Context: an optimization exercise on an open-source flow, tuned for small area, a short achievable clock period and few clock cycles per item. The choices shown serve that exercise and are no tape-out recipe. In this exercise RTL edits were held to simulation tests only and were not proved equivalent to the original. No activity file was given, so power comes from the tool's default toggle rates.

## flow/design.v

```verilog
package cuckoo_pkg;
    function automatic logic [5:0] r0_0(input logic [4:0] c);
        case (c)
            5'd0: r0_0 = 6'd0;
            5'd1: r0_0 = 6'd1;
            5'd2: r0_0 = 6'd2;
            5'd3: r0_0 = 6'd3;
            5'd4: r0_0 = 6'd4;
            5'd5: r0_0 = 6'd5;
            5'd6: r0_0 = 6'd6;
            5'd7: r0_0 = 6'd7;
            5'd8: r0_0 = 6'd8;
            5'd9: r0_0 = 6'd9;
            5'd10: r0_0 = 6'd10;
            5'd11: r0_0 = 6'd11;
            5'd12: r0_0 = 6'd12;
            5'd13: r0_0 = 6'd13;
            5'd14: r0_0 = 6'd14;
            5'd15: r0_0 = 6'd15;
            5'd16: r0_0 = 6'd16;
            5'd17: r0_0 = 6'd17;
            5'd18: r0_0 = 6'd18;
            5'd19: r0_0 = 6'd19;
            5'd20: r0_0 = 6'd20;
            5'd21: r0_0 = 6'd21;
            5'd22: r0_0 = 6'd22;
            5'd23: r0_0 = 6'd23;
            5'd24: r0_0 = 6'd24;
            5'd25: r0_0 = 6'd25;
            5'd26: r0_0 = 6'd26;
            5'd27: r0_0 = 6'd27;
            5'd28: r0_0 = 6'd28;
            5'd29: r0_0 = 6'd29;
            5'd30: r0_0 = 6'd30;
            5'd31: r0_0 = 6'd31;
            default: r0_0 = 6'd0;
        endcase
    endfunction
    function automatic logic [5:0] r0_1(input logic [4:0] c);
        case (c)
            5'd0: r0_1 = 6'd0;
            5'd1: r0_1 = 6'd32;
            5'd2: r0_1 = 6'd14;
            5'd3: r0_1 = 6'd46;
            5'd4: r0_1 = 6'd28;
            5'd5: r0_1 = 6'd10;
            5'd6: r0_1 = 6'd42;
            5'd7: r0_1 = 6'd24;
            5'd8: r0_1 = 6'd6;
            5'd9: r0_1 = 6'd38;
            5'd10: r0_1 = 6'd20;
            5'd11: r0_1 = 6'd2;
            5'd12: r0_1 = 6'd34;
            5'd13: r0_1 = 6'd16;
            5'd14: r0_1 = 6'd48;
            5'd15: r0_1 = 6'd30;
            5'd16: r0_1 = 6'd12;
            5'd17: r0_1 = 6'd44;
            5'd18: r0_1 = 6'd26;
            5'd19: r0_1 = 6'd8;
            5'd20: r0_1 = 6'd40;
            5'd21: r0_1 = 6'd22;
            5'd22: r0_1 = 6'd4;
            5'd23: r0_1 = 6'd36;
            5'd24: r0_1 = 6'd18;
            5'd25: r0_1 = 6'd0;
            5'd26: r0_1 = 6'd32;
            5'd27: r0_1 = 6'd14;
            5'd28: r0_1 = 6'd46;
            5'd29: r0_1 = 6'd28;
            5'd30: r0_1 = 6'd10;
            5'd31: r0_1 = 6'd42;
            default: r0_1 = 6'd0;
        endcase
    endfunction
    function automatic logic [5:0] r0_2(input logic [4:0] c);
        case (c)
            5'd0: r0_2 = 6'd0;
            5'd1: r0_2 = 6'd24;
            5'd2: r0_2 = 6'd48;
            5'd3: r0_2 = 6'd22;
            5'd4: r0_2 = 6'd46;
            5'd5: r0_2 = 6'd20;
            5'd6: r0_2 = 6'd44;
            5'd7: r0_2 = 6'd18;
            5'd8: r0_2 = 6'd42;
            5'd9: r0_2 = 6'd16;
            5'd10: r0_2 = 6'd40;
            5'd11: r0_2 = 6'd14;
            5'd12: r0_2 = 6'd38;
            5'd13: r0_2 = 6'd12;
            5'd14: r0_2 = 6'd36;
            5'd15: r0_2 = 6'd10;
            5'd16: r0_2 = 6'd34;
            5'd17: r0_2 = 6'd8;
            5'd18: r0_2 = 6'd32;
            5'd19: r0_2 = 6'd6;
            5'd20: r0_2 = 6'd30;
            5'd21: r0_2 = 6'd4;
            5'd22: r0_2 = 6'd28;
            5'd23: r0_2 = 6'd2;
            5'd24: r0_2 = 6'd26;
            5'd25: r0_2 = 6'd0;
            5'd26: r0_2 = 6'd24;
            5'd27: r0_2 = 6'd48;
            5'd28: r0_2 = 6'd22;
            5'd29: r0_2 = 6'd46;
            5'd30: r0_2 = 6'd20;
            5'd31: r0_2 = 6'd44;
            default: r0_2 = 6'd0;
        endcase
    endfunction
    function automatic logic [5:0] r0_3(input logic [4:0] c);
        case (c)
            5'd0: r0_3 = 6'd0;
            5'd1: r0_3 = 6'd18;
            5'd2: r0_3 = 6'd36;
            5'd3: r0_3 = 6'd4;
            5'd4: r0_3 = 6'd22;
            5'd5: r0_3 = 6'd40;
            5'd6: r0_3 = 6'd8;
            5'd7: r0_3 = 6'd26;
            5'd8: r0_3 = 6'd44;
            5'd9: r0_3 = 6'd12;
            5'd10: r0_3 = 6'd30;
            5'd11: r0_3 = 6'd48;
            5'd12: r0_3 = 6'd16;
            5'd13: r0_3 = 6'd34;
            5'd14: r0_3 = 6'd2;
            5'd15: r0_3 = 6'd20;
            5'd16: r0_3 = 6'd38;
            5'd17: r0_3 = 6'd6;
            5'd18: r0_3 = 6'd24;
            5'd19: r0_3 = 6'd42;
            5'd20: r0_3 = 6'd10;
            5'd21: r0_3 = 6'd28;
            5'd22: r0_3 = 6'd46;
            5'd23: r0_3 = 6'd14;
            5'd24: r0_3 = 6'd32;
            5'd25: r0_3 = 6'd0;
            5'd26: r0_3 = 6'd18;
            5'd27: r0_3 = 6'd36;
            5'd28: r0_3 = 6'd4;
            5'd29: r0_3 = 6'd22;
            5'd30: r0_3 = 6'd40;
            5'd31: r0_3 = 6'd8;
            default: r0_3 = 6'd0;
        endcase
    endfunction
    function automatic logic [5:0] r0_4(input logic [4:0] c);
        case (c)
            5'd0: r0_4 = 6'd0;
            5'd1: r0_4 = 6'd26;
            5'd2: r0_4 = 6'd2;
            5'd3: r0_4 = 6'd28;
            5'd4: r0_4 = 6'd4;
            5'd5: r0_4 = 6'd30;
            5'd6: r0_4 = 6'd6;
            5'd7: r0_4 = 6'd32;
            5'd8: r0_4 = 6'd8;
            5'd9: r0_4 = 6'd34;
            5'd10: r0_4 = 6'd10;
            5'd11: r0_4 = 6'd36;
            5'd12: r0_4 = 6'd12;
            5'd13: r0_4 = 6'd38;
            5'd14: r0_4 = 6'd14;
            5'd15: r0_4 = 6'd40;
            5'd16: r0_4 = 6'd16;
            5'd17: r0_4 = 6'd42;
            5'd18: r0_4 = 6'd18;
            5'd19: r0_4 = 6'd44;
            5'd20: r0_4 = 6'd20;
            5'd21: r0_4 = 6'd46;
            5'd22: r0_4 = 6'd22;
            5'd23: r0_4 = 6'd48;
            5'd24: r0_4 = 6'd24;
            5'd25: r0_4 = 6'd0;
            5'd26: r0_4 = 6'd26;
            5'd27: r0_4 = 6'd2;
            5'd28: r0_4 = 6'd28;
            5'd29: r0_4 = 6'd4;
            5'd30: r0_4 = 6'd30;
            5'd31: r0_4 = 6'd6;
            default: r0_4 = 6'd0;
        endcase
    endfunction
    function automatic logic [5:0] r0_5(input logic [1:0] c);
        case (c)
            2'd0: r0_5 = 6'd0;
            2'd1: r0_5 = 6'd32;
            2'd2: r0_5 = 6'd14;
            2'd3: r0_5 = 6'd46;
            default: r0_5 = 6'd0;
        endcase
    endfunction
    function automatic logic [5:0] r1_0(input logic [4:0] c);
        case (c)
            5'd0: r1_0 = 6'd49;
            5'd1: r1_0 = 6'd48;
            5'd2: r1_0 = 6'd47;
            5'd3: r1_0 = 6'd46;
            5'd4: r1_0 = 6'd45;
            5'd5: r1_0 = 6'd44;
            5'd6: r1_0 = 6'd43;
            5'd7: r1_0 = 6'd42;
            5'd8: r1_0 = 6'd41;
            5'd9: r1_0 = 6'd40;
            5'd10: r1_0 = 6'd39;
            5'd11: r1_0 = 6'd38;
            5'd12: r1_0 = 6'd37;
            5'd13: r1_0 = 6'd36;
            5'd14: r1_0 = 6'd35;
            5'd15: r1_0 = 6'd34;
            5'd16: r1_0 = 6'd33;
            5'd17: r1_0 = 6'd32;
            5'd18: r1_0 = 6'd31;
            5'd19: r1_0 = 6'd30;
            5'd20: r1_0 = 6'd29;
            5'd21: r1_0 = 6'd28;
            5'd22: r1_0 = 6'd27;
            5'd23: r1_0 = 6'd26;
            5'd24: r1_0 = 6'd25;
            5'd25: r1_0 = 6'd24;
            5'd26: r1_0 = 6'd23;
            5'd27: r1_0 = 6'd22;
            5'd28: r1_0 = 6'd21;
            5'd29: r1_0 = 6'd20;
            5'd30: r1_0 = 6'd19;
            5'd31: r1_0 = 6'd18;
            default: r1_0 = 6'd0;
        endcase
    endfunction
    function automatic logic [5:0] r1_1(input logic [4:0] c);
        case (c)
            5'd0: r1_1 = 6'd42;
            5'd1: r1_1 = 6'd10;
            5'd2: r1_1 = 6'd28;
            5'd3: r1_1 = 6'd46;
            5'd4: r1_1 = 6'd14;
            5'd5: r1_1 = 6'd32;
            5'd6: r1_1 = 6'd0;
            5'd7: r1_1 = 6'd18;
            5'd8: r1_1 = 6'd36;
            5'd9: r1_1 = 6'd4;
            5'd10: r1_1 = 6'd22;
            5'd11: r1_1 = 6'd40;
            5'd12: r1_1 = 6'd8;
            5'd13: r1_1 = 6'd26;
            5'd14: r1_1 = 6'd44;
            5'd15: r1_1 = 6'd12;
            5'd16: r1_1 = 6'd30;
            5'd17: r1_1 = 6'd48;
            5'd18: r1_1 = 6'd16;
            5'd19: r1_1 = 6'd34;
            5'd20: r1_1 = 6'd2;
            5'd21: r1_1 = 6'd20;
            5'd22: r1_1 = 6'd38;
            5'd23: r1_1 = 6'd6;
            5'd24: r1_1 = 6'd24;
            5'd25: r1_1 = 6'd42;
            5'd26: r1_1 = 6'd10;
            5'd27: r1_1 = 6'd28;
            5'd28: r1_1 = 6'd46;
            5'd29: r1_1 = 6'd14;
            5'd30: r1_1 = 6'd32;
            5'd31: r1_1 = 6'd0;
            default: r1_1 = 6'd0;
        endcase
    endfunction
    function automatic logic [5:0] r1_2(input logic [4:0] c);
        case (c)
            5'd0: r1_2 = 6'd44;
            5'd1: r1_2 = 6'd20;
            5'd2: r1_2 = 6'd46;
            5'd3: r1_2 = 6'd22;
            5'd4: r1_2 = 6'd48;
            5'd5: r1_2 = 6'd24;
            5'd6: r1_2 = 6'd0;
            5'd7: r1_2 = 6'd26;
            5'd8: r1_2 = 6'd2;
            5'd9: r1_2 = 6'd28;
            5'd10: r1_2 = 6'd4;
            5'd11: r1_2 = 6'd30;
            5'd12: r1_2 = 6'd6;
            5'd13: r1_2 = 6'd32;
            5'd14: r1_2 = 6'd8;
            5'd15: r1_2 = 6'd34;
            5'd16: r1_2 = 6'd10;
            5'd17: r1_2 = 6'd36;
            5'd18: r1_2 = 6'd12;
            5'd19: r1_2 = 6'd38;
            5'd20: r1_2 = 6'd14;
            5'd21: r1_2 = 6'd40;
            5'd22: r1_2 = 6'd16;
            5'd23: r1_2 = 6'd42;
            5'd24: r1_2 = 6'd18;
            5'd25: r1_2 = 6'd44;
            5'd26: r1_2 = 6'd20;
            5'd27: r1_2 = 6'd46;
            5'd28: r1_2 = 6'd22;
            5'd29: r1_2 = 6'd48;
            5'd30: r1_2 = 6'd24;
            5'd31: r1_2 = 6'd0;
            default: r1_2 = 6'd0;
        endcase
    endfunction
    function automatic logic [5:0] r1_3(input logic [4:0] c);
        case (c)
            5'd0: r1_3 = 6'd8;
            5'd1: r1_3 = 6'd40;
            5'd2: r1_3 = 6'd22;
            5'd3: r1_3 = 6'd4;
            5'd4: r1_3 = 6'd36;
            5'd5: r1_3 = 6'd18;
            5'd6: r1_3 = 6'd0;
            5'd7: r1_3 = 6'd32;
            5'd8: r1_3 = 6'd14;
            5'd9: r1_3 = 6'd46;
            5'd10: r1_3 = 6'd28;
            5'd11: r1_3 = 6'd10;
            5'd12: r1_3 = 6'd42;
            5'd13: r1_3 = 6'd24;
            5'd14: r1_3 = 6'd6;
            5'd15: r1_3 = 6'd38;
            5'd16: r1_3 = 6'd20;
            5'd17: r1_3 = 6'd2;
            5'd18: r1_3 = 6'd34;
            5'd19: r1_3 = 6'd16;
            5'd20: r1_3 = 6'd48;
            5'd21: r1_3 = 6'd30;
            5'd22: r1_3 = 6'd12;
            5'd23: r1_3 = 6'd44;
            5'd24: r1_3 = 6'd26;
            5'd25: r1_3 = 6'd8;
            5'd26: r1_3 = 6'd40;
            5'd27: r1_3 = 6'd22;
            5'd28: r1_3 = 6'd4;
            5'd29: r1_3 = 6'd36;
            5'd30: r1_3 = 6'd18;
            5'd31: r1_3 = 6'd0;
            default: r1_3 = 6'd0;
        endcase
    endfunction
    function automatic logic [5:0] r1_4(input logic [4:0] c);
        case (c)
            5'd0: r1_4 = 6'd6;
            5'd1: r1_4 = 6'd30;
            5'd2: r1_4 = 6'd4;
            5'd3: r1_4 = 6'd28;
            5'd4: r1_4 = 6'd2;
            5'd5: r1_4 = 6'd26;
            5'd6: r1_4 = 6'd0;
            5'd7: r1_4 = 6'd24;
            5'd8: r1_4 = 6'd48;
            5'd9: r1_4 = 6'd22;
            5'd10: r1_4 = 6'd46;
            5'd11: r1_4 = 6'd20;
            5'd12: r1_4 = 6'd44;
            5'd13: r1_4 = 6'd18;
            5'd14: r1_4 = 6'd42;
            5'd15: r1_4 = 6'd16;
            5'd16: r1_4 = 6'd40;
            5'd17: r1_4 = 6'd14;
            5'd18: r1_4 = 6'd38;
            5'd19: r1_4 = 6'd12;
            5'd20: r1_4 = 6'd36;
            5'd21: r1_4 = 6'd10;
            5'd22: r1_4 = 6'd34;
            5'd23: r1_4 = 6'd8;
            5'd24: r1_4 = 6'd32;
            5'd25: r1_4 = 6'd6;
            5'd26: r1_4 = 6'd30;
            5'd27: r1_4 = 6'd4;
            5'd28: r1_4 = 6'd28;
            5'd29: r1_4 = 6'd2;
            5'd30: r1_4 = 6'd26;
            5'd31: r1_4 = 6'd0;
            default: r1_4 = 6'd0;
        endcase
    endfunction
    function automatic logic [5:0] r1_5(input logic [1:0] c);
        case (c)
            2'd0: r1_5 = 6'd46;
            2'd1: r1_5 = 6'd14;
            2'd2: r1_5 = 6'd32;
            2'd3: r1_5 = 6'd0;
            default: r1_5 = 6'd0;
        endcase
    endfunction
    function automatic logic [5:0] r2_0(input logic [4:0] c);
        case (c)
            5'd0: r2_0 = 6'd48;
            5'd1: r2_0 = 6'd49;
            5'd2: r2_0 = 6'd46;
            5'd3: r2_0 = 6'd47;
            5'd4: r2_0 = 6'd2;
            5'd5: r2_0 = 6'd3;
            5'd6: r2_0 = 6'd0;
            5'd7: r2_0 = 6'd1;
            5'd8: r2_0 = 6'd40;
            5'd9: r2_0 = 6'd41;
            5'd10: r2_0 = 6'd38;
            5'd11: r2_0 = 6'd39;
            5'd12: r2_0 = 6'd44;
            5'd13: r2_0 = 6'd45;
            5'd14: r2_0 = 6'd42;
            5'd15: r2_0 = 6'd43;
            5'd16: r2_0 = 6'd14;
            5'd17: r2_0 = 6'd15;
            5'd18: r2_0 = 6'd12;
            5'd19: r2_0 = 6'd13;
            5'd20: r2_0 = 6'd18;
            5'd21: r2_0 = 6'd19;
            5'd22: r2_0 = 6'd16;
            5'd23: r2_0 = 6'd17;
            5'd24: r2_0 = 6'd6;
            5'd25: r2_0 = 6'd7;
            5'd26: r2_0 = 6'd4;
            5'd27: r2_0 = 6'd5;
            5'd28: r2_0 = 6'd10;
            5'd29: r2_0 = 6'd11;
            5'd30: r2_0 = 6'd8;
            5'd31: r2_0 = 6'd9;
            default: r2_0 = 6'd0;
        endcase
    endfunction
    function automatic logic [5:0] r2_1(input logic [4:0] c);
        case (c)
            5'd0: r2_1 = 6'd22;
            5'd1: r2_1 = 6'd40;
            5'd2: r2_1 = 6'd36;
            5'd3: r2_1 = 6'd4;
            5'd4: r2_1 = 6'd44;
            5'd5: r2_1 = 6'd12;
            5'd6: r2_1 = 6'd8;
            5'd7: r2_1 = 6'd26;
            5'd8: r2_1 = 6'd28;
            5'd9: r2_1 = 6'd46;
            5'd10: r2_1 = 6'd42;
            5'd11: r2_1 = 6'd10;
            5'd12: r2_1 = 6'd0;
            5'd13: r2_1 = 6'd18;
            5'd14: r2_1 = 6'd14;
            5'd15: r2_1 = 6'd32;
            5'd16: r2_1 = 6'd10;
            5'd17: r2_1 = 6'd28;
            5'd18: r2_1 = 6'd24;
            5'd19: r2_1 = 6'd42;
            5'd20: r2_1 = 6'd32;
            5'd21: r2_1 = 6'd0;
            5'd22: r2_1 = 6'd46;
            5'd23: r2_1 = 6'd14;
            5'd24: r2_1 = 6'd16;
            5'd25: r2_1 = 6'd34;
            5'd26: r2_1 = 6'd30;
            5'd27: r2_1 = 6'd48;
            5'd28: r2_1 = 6'd38;
            5'd29: r2_1 = 6'd6;
            5'd30: r2_1 = 6'd2;
            5'd31: r2_1 = 6'd20;
            default: r2_1 = 6'd0;
        endcase
    endfunction
    function automatic logic [5:0] r2_2(input logic [4:0] c);
        case (c)
            5'd0: r2_2 = 6'd40;
            5'd1: r2_2 = 6'd14;
            5'd2: r2_2 = 6'd42;
            5'd3: r2_2 = 6'd16;
            5'd4: r2_2 = 6'd36;
            5'd5: r2_2 = 6'd10;
            5'd6: r2_2 = 6'd38;
            5'd7: r2_2 = 6'd12;
            5'd8: r2_2 = 6'd48;
            5'd9: r2_2 = 6'd22;
            5'd10: r2_2 = 6'd0;
            5'd11: r2_2 = 6'd24;
            5'd12: r2_2 = 6'd44;
            5'd13: r2_2 = 6'd18;
            5'd14: r2_2 = 6'd46;
            5'd15: r2_2 = 6'd20;
            5'd16: r2_2 = 6'd24;
            5'd17: r2_2 = 6'd48;
            5'd18: r2_2 = 6'd26;
            5'd19: r2_2 = 6'd0;
            5'd20: r2_2 = 6'd20;
            5'd21: r2_2 = 6'd44;
            5'd22: r2_2 = 6'd22;
            5'd23: r2_2 = 6'd46;
            5'd24: r2_2 = 6'd32;
            5'd25: r2_2 = 6'd6;
            5'd26: r2_2 = 6'd34;
            5'd27: r2_2 = 6'd8;
            5'd28: r2_2 = 6'd28;
            5'd29: r2_2 = 6'd2;
            5'd30: r2_2 = 6'd30;
            5'd31: r2_2 = 6'd4;
            default: r2_2 = 6'd0;
        endcase
    endfunction
    function automatic logic [5:0] r2_3(input logic [4:0] c);
        case (c)
            5'd0: r2_3 = 6'd28;
            5'd1: r2_3 = 6'd10;
            5'd2: r2_3 = 6'd14;
            5'd3: r2_3 = 6'd46;
            5'd4: r2_3 = 6'd6;
            5'd5: r2_3 = 6'd38;
            5'd6: r2_3 = 6'd42;
            5'd7: r2_3 = 6'd24;
            5'd8: r2_3 = 6'd22;
            5'd9: r2_3 = 6'd4;
            5'd10: r2_3 = 6'd8;
            5'd11: r2_3 = 6'd40;
            5'd12: r2_3 = 6'd0;
            5'd13: r2_3 = 6'd32;
            5'd14: r2_3 = 6'd36;
            5'd15: r2_3 = 6'd18;
            5'd16: r2_3 = 6'd40;
            5'd17: r2_3 = 6'd22;
            5'd18: r2_3 = 6'd26;
            5'd19: r2_3 = 6'd8;
            5'd20: r2_3 = 6'd18;
            5'd21: r2_3 = 6'd0;
            5'd22: r2_3 = 6'd4;
            5'd23: r2_3 = 6'd36;
            5'd24: r2_3 = 6'd34;
            5'd25: r2_3 = 6'd16;
            5'd26: r2_3 = 6'd20;
            5'd27: r2_3 = 6'd2;
            5'd28: r2_3 = 6'd12;
            5'd29: r2_3 = 6'd44;
            5'd30: r2_3 = 6'd48;
            5'd31: r2_3 = 6'd30;
            default: r2_3 = 6'd0;
        endcase
    endfunction
    function automatic logic [5:0] r2_4(input logic [4:0] c);
        case (c)
            5'd0: r2_4 = 6'd10;
            5'd1: r2_4 = 6'd36;
            5'd2: r2_4 = 6'd8;
            5'd3: r2_4 = 6'd34;
            5'd4: r2_4 = 6'd14;
            5'd5: r2_4 = 6'd40;
            5'd6: r2_4 = 6'd12;
            5'd7: r2_4 = 6'd38;
            5'd8: r2_4 = 6'd2;
            5'd9: r2_4 = 6'd28;
            5'd10: r2_4 = 6'd0;
            5'd11: r2_4 = 6'd26;
            5'd12: r2_4 = 6'd6;
            5'd13: r2_4 = 6'd32;
            5'd14: r2_4 = 6'd4;
            5'd15: r2_4 = 6'd30;
            5'd16: r2_4 = 6'd26;
            5'd17: r2_4 = 6'd2;
            5'd18: r2_4 = 6'd24;
            5'd19: r2_4 = 6'd0;
            5'd20: r2_4 = 6'd30;
            5'd21: r2_4 = 6'd6;
            5'd22: r2_4 = 6'd28;
            5'd23: r2_4 = 6'd4;
            5'd24: r2_4 = 6'd18;
            5'd25: r2_4 = 6'd44;
            5'd26: r2_4 = 6'd16;
            5'd27: r2_4 = 6'd42;
            5'd28: r2_4 = 6'd22;
            5'd29: r2_4 = 6'd48;
            5'd30: r2_4 = 6'd20;
            5'd31: r2_4 = 6'd46;
            default: r2_4 = 6'd0;
        endcase
    endfunction
    function automatic logic [5:0] r2_5(input logic [1:0] c);
        case (c)
            2'd0: r2_5 = 6'd32;
            2'd1: r2_5 = 6'd0;
            2'd2: r2_5 = 6'd46;
            2'd3: r2_5 = 6'd14;
            default: r2_5 = 6'd0;
        endcase
    endfunction
    function automatic logic [5:0] hi32(input logic [3:0] h);
        case (h)
            4'd0: hi32 = 6'd0;
            4'd1: hi32 = 6'd32;
            4'd2: hi32 = 6'd14;
            4'd3: hi32 = 6'd46;
            4'd4: hi32 = 6'd28;
            4'd5: hi32 = 6'd10;
            4'd6: hi32 = 6'd42;
            4'd7: hi32 = 6'd24;
            4'd8: hi32 = 6'd6;
            4'd9: hi32 = 6'd38;
            4'd10: hi32 = 6'd20;
            4'd11: hi32 = 6'd2;
            4'd12: hi32 = 6'd34;
            4'd13: hi32 = 6'd16;
            4'd14: hi32 = 6'd48;
            4'd15: hi32 = 6'd30;
            default: hi32 = 6'd0;
        endcase
    endfunction
    function automatic logic [5:0] red50(input logic [8:0] s);
        logic [6:0] t;
        t = 7'(hi32(s[8:5])) + 7'(s[4:0]);
        red50 = (t >= 7'd50) ? 6'(t - 7'd50) : t[5:0];
    endfunction
    function automatic logic [5:0] idx0(input logic [26:0] k);
        idx0 = red50(9'(r0_0(k[4:0])) + 9'(r0_1(k[9:5])) + 9'(r0_2(k[14:10])) + 9'(r0_3(k[19:15])) + 9'(r0_4(k[24:20])) + 9'(r0_5(k[26:25])));
    endfunction
    function automatic logic [5:0] idx1(input logic [26:0] k);
        idx1 = red50(9'(r1_0(k[4:0])) + 9'(r1_1(k[9:5])) + 9'(r1_2(k[14:10])) + 9'(r1_3(k[19:15])) + 9'(r1_4(k[24:20])) + 9'(r1_5(k[26:25])));
    endfunction
    function automatic logic [5:0] idx2(input logic [26:0] k);
        idx2 = red50(9'(r2_0(k[4:0])) + 9'(r2_1(k[9:5])) + 9'(r2_2(k[14:10])) + 9'(r2_3(k[19:15])) + 9'(r2_4(k[24:20])) + 9'(r2_5(k[26:25])));
    endfunction
    function automatic logic [5:0] idx1_from0(input logic [5:0] i0);
        idx1_from0 = (i0 <= 6'd45) ? 6'(6'd45 - i0) : 6'(6'd95 - i0);
    endfunction
endpackage
module cuckoo_way_bank
#(
    parameter int TABLE_SIZE  = 50,
    parameter int KEY_WIDTH   = 27,
    parameter int VALUE_WIDTH = 32,
    parameter int IDX_W       = 6
) (
    input  logic                   clk,
    input  logic                   rst,
    input  logic [IDX_W-1:0]       idx,
    output logic                   rd_valid,
    output logic [KEY_WIDTH-1:0]   rd_key,
    output logic [VALUE_WIDTH-1:0] rd_value,
    input  logic                   wr_en,
    input  logic [KEY_WIDTH-1:0]   wr_key,
    input  logic [VALUE_WIDTH-1:0] wr_value,
    input  logic                   clr_en
);
    logic [TABLE_SIZE-1:0]  sel;
    logic [TABLE_SIZE-1:0]  valid_q;
    logic [KEY_WIDTH-1:0]   key_q [TABLE_SIZE];
    logic [VALUE_WIDTH-1:0] val_q [TABLE_SIZE];
    for (genvar i = 0; i < TABLE_SIZE; i++) begin : g_slot
        assign sel[i] = (idx == IDX_W'(i));
        always_ff @(posedge clk) begin
            if (!rst) valid_q[i] <= 1'b0;
            else if (wr_en && sel[i]) valid_q[i] <= 1'b1;
            else if (clr_en && sel[i]) valid_q[i] <= 1'b0;
            if (wr_en && sel[i]) begin
                key_q[i] <= wr_key;
                val_q[i] <= wr_value;
            end
        end
    end
    always_comb begin
        rd_valid = 1'b0;
        rd_key   = '0;
        rd_value = '0;
        for (int i = 0; i < TABLE_SIZE; i++) begin
            rd_valid = rd_valid | (sel[i] & valid_q[i]);
            rd_key   = rd_key   | ({KEY_WIDTH{sel[i]}} & key_q[i]);
            rd_value = rd_value | ({VALUE_WIDTH{sel[i]}} & val_q[i]);
        end
    end
endmodule
module cuckoo_hash_engine
#(
    parameter int NUM_WAYS    = 3,
    parameter int TABLE_SIZE  = 50,
    parameter int KEY_WIDTH   = 27,
    parameter int VALUE_WIDTH = 32,
    parameter int MAX_KICKS   = 16
) (
    input  logic                                        clk,
    input  logic                                        rst,
    input  logic                                        req_valid,
    output logic                                        req_ready,
    input  logic [1:0]                                  req_op,
    input  logic [KEY_WIDTH-1:0]                        req_key,
    input  logic [VALUE_WIDTH-1:0]                      req_value,
    output logic                                        rsp_valid,
    output logic [1:0]                                  rsp_status,
    output logic [VALUE_WIDTH-1:0]                      rsp_value,
    output logic [KEY_WIDTH-1:0]                        rsp_key,
    output logic [$clog2(NUM_WAYS*TABLE_SIZE+1)-1:0]    occupancy,
    output logic                                        collision
);
    localparam int IDX_W  = $clog2(TABLE_SIZE);
    localparam int KICK_W = $clog2(MAX_KICKS + 1);
    localparam int OCC_W  = $clog2(NUM_WAYS*TABLE_SIZE + 1);
    localparam int KW     = KEY_WIDTH;
    localparam int VW     = VALUE_WIDTH;
    localparam logic [1:0] OP_LOOKUP = 2'd0, OP_INSERT = 2'd1, OP_DELETE = 2'd2;
    localparam logic [1:0] ST_OK = 2'd0, ST_NOT_FOUND = 2'd1, ST_FULL = 2'd2, ST_BAD_OP = 2'd3;
    logic              rdy_q;
    logic              a_v_q;
    logic [1:0]        a_op_q;
    logic [KW-1:0]     a_key_q;
    logic [VW-1:0]     a_val_q;
    logic              t_v_q;
    logic [1:0]        t_op_q;
    logic [KW-1:0]     t_key_q;
    logic [VW-1:0]     t_val_q;
    logic [IDX_W-1:0]  t_idx_q [3];
    logic [IDX_W-1:0]  ridx_q  [3];
    logic              kick_q;
    logic [1:0]        kw_q;
    logic [KICK_W-1:0] kcnt_q;
    logic [KW-1:0]     ck_q;
    logic [VW-1:0]     cv_q;
    logic              rsp_v_q;
    logic [1:0]        rsp_st_q;
    logic [KW-1:0]     rsp_key_q;
    logic [VW-1:0]     rsp_val_q;
    logic [OCC_W-1:0]  occ_q;
    logic              coll_q;
    logic              rd_v   [3];
    logic [KW-1:0]     rd_k   [3];
    logic [VW-1:0]     rd_d   [3];
    logic [2:0]        wr_en, clr_en;
    logic [KW-1:0]     wr_key;
    logic [VW-1:0]     wr_val;
    for (genvar w = 0; w < 3; w++) begin : g_way
        cuckoo_way_bank #(
            .TABLE_SIZE(TABLE_SIZE), .KEY_WIDTH(KW), .VALUE_WIDTH(VW), .IDX_W(IDX_W)
        ) u_bank (
            .clk(clk), .rst(rst), .idx(ridx_q[w]),
            .rd_valid(rd_v[w]), .rd_key(rd_k[w]), .rd_value(rd_d[w]),
            .wr_en(wr_en[w]), .wr_key(wr_key), .wr_value(wr_val), .clr_en(clr_en[w])
        );
    end
    logic [IDX_W-1:0] a_idx [3];
    assign a_idx[0] = cuckoo_pkg::idx0(a_key_q);
    assign a_idx[1] = cuckoo_pkg::idx1(a_key_q);
    assign a_idx[2] = cuckoo_pkg::idx2(a_key_q);
    logic [IDX_W-1:0] ev_idx1, ev_idx2, ev_idx0;
    assign ev_idx1 = cuckoo_pkg::idx1_from0(ridx_q[0]);
    assign ev_idx2 = cuckoo_pkg::idx2(rd_k[1]);
    assign ev_idx0 = cuckoo_pkg::idx0(rd_k[2]);
    logic       hit, free;
    logic [1:0] hit_w, free_w;
    logic [2:0] hit_v;
    always_comb begin
        for (int w = 0; w < 3; w++) hit_v[w] = rd_v[w] && (rd_k[w] == t_key_q);
        hit    = |hit_v;
        hit_w  = hit_v[0] ? 2'd0 : hit_v[1] ? 2'd1 : 2'd2;
        free   = !rd_v[0] || !rd_v[1] || !rd_v[2];
        free_w = !rd_v[0] ? 2'd0 : !rd_v[1] ? 2'd1 : 2'd2;
    end
    logic              kv;        
    logic [KW-1:0]     kk;
    logic [VW-1:0]     kd;
    always_comb begin
        case (kw_q)
            2'd0:    begin kv = rd_v[0]; kk = rd_k[0]; kd = rd_d[0]; end
            2'd1:    begin kv = rd_v[1]; kk = rd_k[1]; kd = rd_d[1]; end
            default: begin kv = rd_v[2]; kk = rd_k[2]; kd = rd_d[2]; end
        endcase
    end
    logic              t_free;
    logic              a_v_d, t_v_d, kick_d, rdy_d;
    logic [1:0]        kw_d;
    logic [KICK_W-1:0] kcnt_d;
    logic [KW-1:0]     ck_d;
    logic [VW-1:0]     cv_d;
    logic              rsp_v_d;
    logic [1:0]        rsp_st_d;
    logic [KW-1:0]     rsp_key_d;
    logic [VW-1:0]     rsp_val_d;
    logic [OCC_W-1:0]  occ_d;
    logic              coll_d;
    logic [IDX_W-1:0]  ridx_d [3];
    assign t_free = !kick_q || !t_v_q;
    always_comb begin
        kick_d    = kick_q;
        kw_d      = kw_q;
        kcnt_d    = kcnt_q;
        ck_d      = ck_q;
        cv_d      = cv_q;
        rsp_v_d   = 1'b0;
        rsp_st_d  = ST_OK;
        rsp_key_d = t_key_q;
        rsp_val_d = '0;
        occ_d     = occ_q;
        coll_d    = coll_q;
        wr_en     = '0;
        clr_en    = '0;
        wr_key    = kick_q ? ck_q : t_key_q;
        wr_val    = kick_q ? cv_q : t_val_q;
        for (int w = 0; w < 3; w++) ridx_d[w] = t_free ? a_idx[w] : t_idx_q[w];
        if (kick_q) begin
            rsp_key_d = rsp_key_q;    
            if (!kv) begin
                wr_en[kw_q] = 1'b1;
                occ_d       = occ_q + 1'b1;
                kick_d      = 1'b0;
                rsp_v_d     = 1'b1;
            end else if (kcnt_q == KICK_W'(MAX_KICKS)) begin
                kick_d    = 1'b0;
                rsp_v_d   = 1'b1;
                rsp_st_d  = ST_FULL;
                rsp_key_d = ck_q;
                rsp_val_d = cv_q;
                coll_d    = 1'b1;
            end else begin
                wr_en[kw_q] = 1'b1;
                ck_d        = kk;
                cv_d        = kd;
                kcnt_d      = kcnt_q + 1'b1;
                case (kw_q)
                    2'd0:    begin kw_d = 2'd1; ridx_d[1] = ev_idx1; end
                    2'd1:    begin kw_d = 2'd2; ridx_d[2] = ev_idx2; end
                    default: begin kw_d = 2'd0; ridx_d[0] = ev_idx0; end
                endcase
            end
        end else if (t_v_q) begin
            rsp_v_d = 1'b1;
            case (t_op_q)
                OP_LOOKUP: begin
                    if (hit) rsp_val_d = rd_d[hit_w];
                    else rsp_st_d = ST_NOT_FOUND;
                end
                OP_DELETE: begin
                    if (hit) begin
                        clr_en[hit_w] = 1'b1;
                        occ_d         = occ_q - 1'b1;
                    end else rsp_st_d = ST_NOT_FOUND;
                end
                OP_INSERT: begin
                    if (hit) wr_en[hit_w] = 1'b1;
                    else if (free) begin
                        wr_en[free_w] = 1'b1;
                        occ_d         = occ_q + 1'b1;
                    end else begin
                        wr_en[0]  = 1'b1;
                        ck_d      = rd_k[0];
                        cv_d      = rd_d[0];
                        kw_d      = 2'd1;
                        kcnt_d    = KICK_W'(1);
                        kick_d    = 1'b1;
                        rsp_v_d   = 1'b0;
                        ridx_d[1] = ridx_q[1];    
                    end
                end
                default: rsp_st_d = ST_BAD_OP;
            endcase
        end
        a_v_d = rdy_q ? req_valid : a_v_q;
        t_v_d = t_free ? a_v_q : t_v_q;
        rdy_d = !(a_v_d && t_v_d && kick_d);
    end
    always_ff @(posedge clk) begin
        if (!rst) begin
            rdy_q   <= 1'b1;
            a_v_q   <= 1'b0;
            t_v_q   <= 1'b0;
            kick_q  <= 1'b0;
            rsp_v_q <= 1'b0;
            occ_q   <= '0;
            coll_q  <= 1'b0;
        end else begin
            rdy_q   <= rdy_d;
            a_v_q   <= a_v_d;
            t_v_q   <= t_v_d;
            kick_q  <= kick_d;
            rsp_v_q <= rsp_v_d;
            occ_q   <= occ_d;
            coll_q  <= coll_d;
        end
    end
    always_ff @(posedge clk) begin
        if (rdy_q) begin
            a_op_q  <= req_op;
            a_key_q <= req_key;
            a_val_q <= req_value;
        end
        if (t_free) begin
            t_op_q  <= a_op_q;
            t_key_q <= a_key_q;
            t_val_q <= a_val_q;
            for (int w = 0; w < 3; w++) t_idx_q[w] <= a_idx[w];
        end
        for (int w = 0; w < 3; w++) ridx_q[w] <= ridx_d[w];
        kw_q      <= kw_d;
        kcnt_q    <= kcnt_d;
        ck_q      <= ck_d;
        cv_q      <= cv_d;
        rsp_st_q  <= rsp_st_d;
        rsp_key_q <= rsp_key_d;
        rsp_val_q <= rsp_val_d;
    end
    assign req_ready  = rdy_q;
    assign rsp_valid  = rsp_v_q;
    assign rsp_status = rsp_st_q;
    assign rsp_value  = rsp_val_q;
    assign rsp_key    = rsp_key_q;
    assign occupancy  = occ_q;
    assign collision  = coll_q;
endmodule
```

## flow/run.sh

```bash
#!/bin/bash
# synth_recipe.tcl (not shown) runs the flow's synth.tcl, then flattens the netlist and writes it again
# the make line also repeats each setting of config.mk as NAME=value (left out here)
make -C /OpenROAD-flow-scripts/flow DESIGN_CONFIG=/design/flow/config.mk WORK_HOME=/design/flow/orfs CLKGATE_MAP_FILE= SYNTH_SCRIPT=/design/flow/synth_recipe.tcl finish
```

## flow/config.mk

```make
export PLATFORM = sky130hd
export DESIGN_NAME = cuckoo_hash_engine
export DESIGN_NICKNAME = cuckoo_hash_engine
export VERILOG_FILES = /design/flow/design.v
export SDC_FILE = /design/flow/constraint.sdc
export NUM_CORES = 8
export LEC_CHECK = 0
export CAP_MARGIN = 20
export CORE_MARGIN = 2
export CORE_UTILIZATION = 35
export PLACE_DENSITY = 0.5
export SLEW_MARGIN = 20
```

## flow/constraint.sdc

```tcl
create_clock -name core_clock -period 30.0 [get_ports {clk}]
set_input_delay 6.0000 -clock core_clock [delete_from_list [all_inputs] [get_ports {clk}]]
set_output_delay 6.0000 -clock core_clock [all_outputs]
set_load 0.01 [all_outputs]
```

==> impl_metrics.tcl <==
set metrics [dict create \
    io_pins 136 \
    maxSlewViolCount 0 \
    synthMuxAreaShare_pct 1.13 \
    min_period_over_period_pct 40.4 \
    postRouteAntennaNets 0 \
    seqCellArea_sq_mm 0.278 \
    slowest_delay_ps 870 \
    combPwrFrac_pct 53.7 \
    yosys.area.top_type_share_pct 76.1 \
    grt_usage_pct 30.6 \
    route.vias.total 243000 \
    cts_resized 0 \
    seqPwrFrac_pct 25.5 \
    grt_first_pass_wirelength_mm 2140 \
    clkSlewWorstSetupHoldPaths_ps 60 \
    async_flop_share_pct 0 \
    ys_seq_area_share_pct 77.8 \
    dpl.hpwl_mm 898 \
    clkPwrFrac_pct 20.7 \
    powerDensity_mw_per_mm2 139 \
    rsz0062_at_grt "no" \
    wirelength_mm 1640 \
    syn_inst 22100 \
    cp-end-kind "flop" \
    portBuffers 135 \
    leakagePower_nw 132 \
    place_ws_ps 18110 \
    tightest_slew_ps 1330 \
    cts_sinks 9374 \
    drive_gt1_share_pct 12.2 \
    synth_nets 22400 \
    grt_pass1_vias 221000 \
    r2r_cells 38 \
    cp.arrival_ps 13100 \
    synthFlopType "edfxtp_1" \
    yosys.area_share.xor_xnor_pct 0.360 \
    ys_types 95 \
    core_area_sq_mm 1.02 \
    grt-ovfl-total 0 \
    cts_made_buffers 970 \
    clockBufferDepth 5 \
    dr.first_iter.drc_count 47400 \
    post_cts_buffers 0 \
    tns_ps 0 \
    std_cell_rows 371 \
    synth_seq_cells 9374 \
    min_period_ps 12130 \
    cts_tree "yes" \
    cp_slowest_cell "o21ai_0" \
    cts_hold_buf 0 \
    worst-endpoint-required_ps 30970 \
    dr.pass1.iters 8 \
    die_x_mm 1.02 \
    synth_top_family_by_area "compound AO/OA/AOI/OAI gates" \
    synth_top_cell_by_area "edfxtp_1" \
    whs_path_depth 0 \
    syn_area_per_cell_sq_um 16.2 \
    ys_warn_count 16 \
    viasPerCell 6.54 \
    path_common_cell "buf_4" \
    synth_area_leaders "edfxtp_1 (76%), a22oi_1 (5.9%), nand3_1 (2.6%)" \
    ir_drop_mv 1.50 \
    switchingPower_w 0.0245 \
    intPower_w 0.0326 \
    setup_viol 0 \
    cap_violations 0 \
    mostFrequentLayoutCells "edfxtp_1 (9,071), a22oi_1 (2,798), nand3_1 (1,843)" \
    outcome "no timing/DRC/antenna violations" \
    grt_max_degree 152 \
    gp_congestion 0.872 \
    p_sw_share_pct 43.0 \
    die_area_sq_mm 1.03 \
    hold_class "reg -> reg" \
    fin_worst_skew_ps 191 \
    clkLatencyLatePin_ps 1290 \
    setup_ws_ps 17870 \
    synth-simple-area-share_pct 8.48 \
    relSlewSlack_pct 10.3 \
    drc 0 \
    fmax_mhz 82.4 \
    path_class "reg -> reg" \
    syn2layout_area_growth_pct 14.8 \
    avgRoutedWirePerCell_um 44.2 \
    htree_levels 6 \
    finalHoldViolCount 0 \
    cts-root-buf "clkbuf_16" \
    synth-edff-count 9071 \
    antenna_found_initial 146 \
    synth_area_sq_mm 0.358 \
    start_util_pct 35.1 \
    final_common_cell "edfxtp_1" \
    synthAdderAreaFrac_pct 1.16 \
    die_h_mm 1.02 \
    nFillCells 92400 \
    crit_path_start_kind "flop" \
    synth-compound-area-share_pct 9.04 \
    fin_nets 22900 \
    multi_input_area_sq_mm 0.0749 \
    cp_max_fo 45 \
]
through the flow:
stage	std cells	total power [W]	area, sq um	util [%]	hold WS [ps]
6_report	37100	0.0571	411000	40.3	377
5_1_grt	37000	0.0593	411000	40.3	393
4_1_cts	37000	0.0569	411000	40.3	379
3_5_place_dp	35200	0.0452	380000	37.3	405
3_3_place_gp	35200	0.0461	380000	37.3	404
2_1_floorplan	22100	0.0381	358000	-	400
cell type report:
cell class | instances | area share (%)
repair buffers | 1018 | 2.06
diodes | 109 | 0.0664
clock inverters | 538 | 1.12
flip-flops and latches | 9374 | 67.8
inverters | 324 | 0.362
clock buffers | 1252 | 6.27
well taps | 13600 | 4.15
multi-input cells | 10900 | 18.2
sequential cells by signal, summed over array words and instances (netlist names), 5 cells and up, named ones only:
name                  cells
cv_q                     32
kcnt_q                    5
g_way.u_bank.val_q     4800
t_idx_q                  18
t_key_q                  27
rsp_val_q                32
ridx_q                   18
t_val_q                  32
g_way.u_bank.valid_q    150
g_way.u_bank.key_q     4050
a_key_q                  27
rsp_key_q                27
ck_q                     27
occ_q                     8
a_val_q                  32
synthesized netlist by cell type, drive strengths merged (37+ instances only):
master and instances:
mux2 178, fa 98, edfxtp 9071, nor4 202, a21oi 345, and4 49, a2111oi 238, nor2 410
nand2 795, nand4 958, clkbuf 968, buf 534, a22o 111, o21ai 355, dfxtp 303, o211ai 78
ha 173, nor2b 37, mux2i 203, nor3 189, o31ai 53, xnor2 82, and3 715, a221oi 39
o22ai 142, nand2b 37, nand3 1843, inv 320, xor2 65, or4 127, nand3b 41, a22oi 2798
kinds of logic (layout without fill, tap and decap cells):
group                      Yosys count  after routing
DFF                               9374           9374
and+or+nand+nor                   5606           5606
AOI/OAI and AO/OA                 4460           4460
buffers and inverters             1826           3132
muxes                              382            382
adders and majority gates          272            272
xor gates and xnor gates           147            147
other                                0            109
metal layers:
metal  track usage, %  up-vias  part of all wire (%)
li1                 -    90800                     -
met1             41.4   128000                    37
met2             47.5    20000                    45
met3             6.70     3712                    13
met4             13.8       50                   5.6
met5                0        -                 0.020
path summary, 6_finish.rpt:
path	endpoint	slack, ps	startpoint
worst max-delay path	ridx_q[2][1]	17870	ridx_q[1][3]
worst min-delay path	t_val_q[28]	380	a_val_q[28]
worst max register to register	ridx_q[2][1]	17870	ridx_q[1][3]
worst min register to register	t_val_q[28]	380	a_val_q[28]
power groups by stage:
stage	Combinational [W]	Clock (W)	Sequential [W]
finish	0.0307	0.0118	0.0146
global route	0.0323	0.0123	0.0146
CTS	0.0305	0.0119	0.0146
detailed placement	0.0304	0	0.0149
global placement	0.0313	0	0.0149
floorplan	0.0232	0	0.0148
worst max-delay path: cells and delay by family, from the launching register on:
kind                     cells  cell delay, ps
AND/OR/NAND/NOR              8            2100
XOR/XNOR                     4             990
AO/OA/AOI/OAI                9            2450
buffers and inverters        9            3090
adder cells (fa/ha/maj)      8            2840
flip-flops                   1             330
Testbench counts, summed over its fixed seeds: cycles 25,613, ops 24,000.

[static timing again, ports no longer ideal]
The results above use ideal ports. As a check the final layout listed here was re-extracted and re-timed, cells and wires unchanged.
Step 1 assumes that a clkbuf_16 drives the clock port and a buf_2 every other input.
Step 2 adds t to the input delays and takes it off the output delays; t is the mean of the earliest and latest rising clock arrival at the registers after step 1. Input paths then give back, and output paths get back, about the clock's delay inside the block.
a / b / c = no drivers / after step 1 / after step 2; a / b = the first two.
t (ns): 1.350
setup slack, ns: 17.867 / 17.867 / 17.867
hold slack, ns: 0.377 / 0.377 / 0.377
worst data-port slew with drivers (ns): 0.45
After both steps setup and hold are still met in this run. For this run, drivers alone change the setup slack by 0.000 ns; drivers and shift together by 0.000 ns.
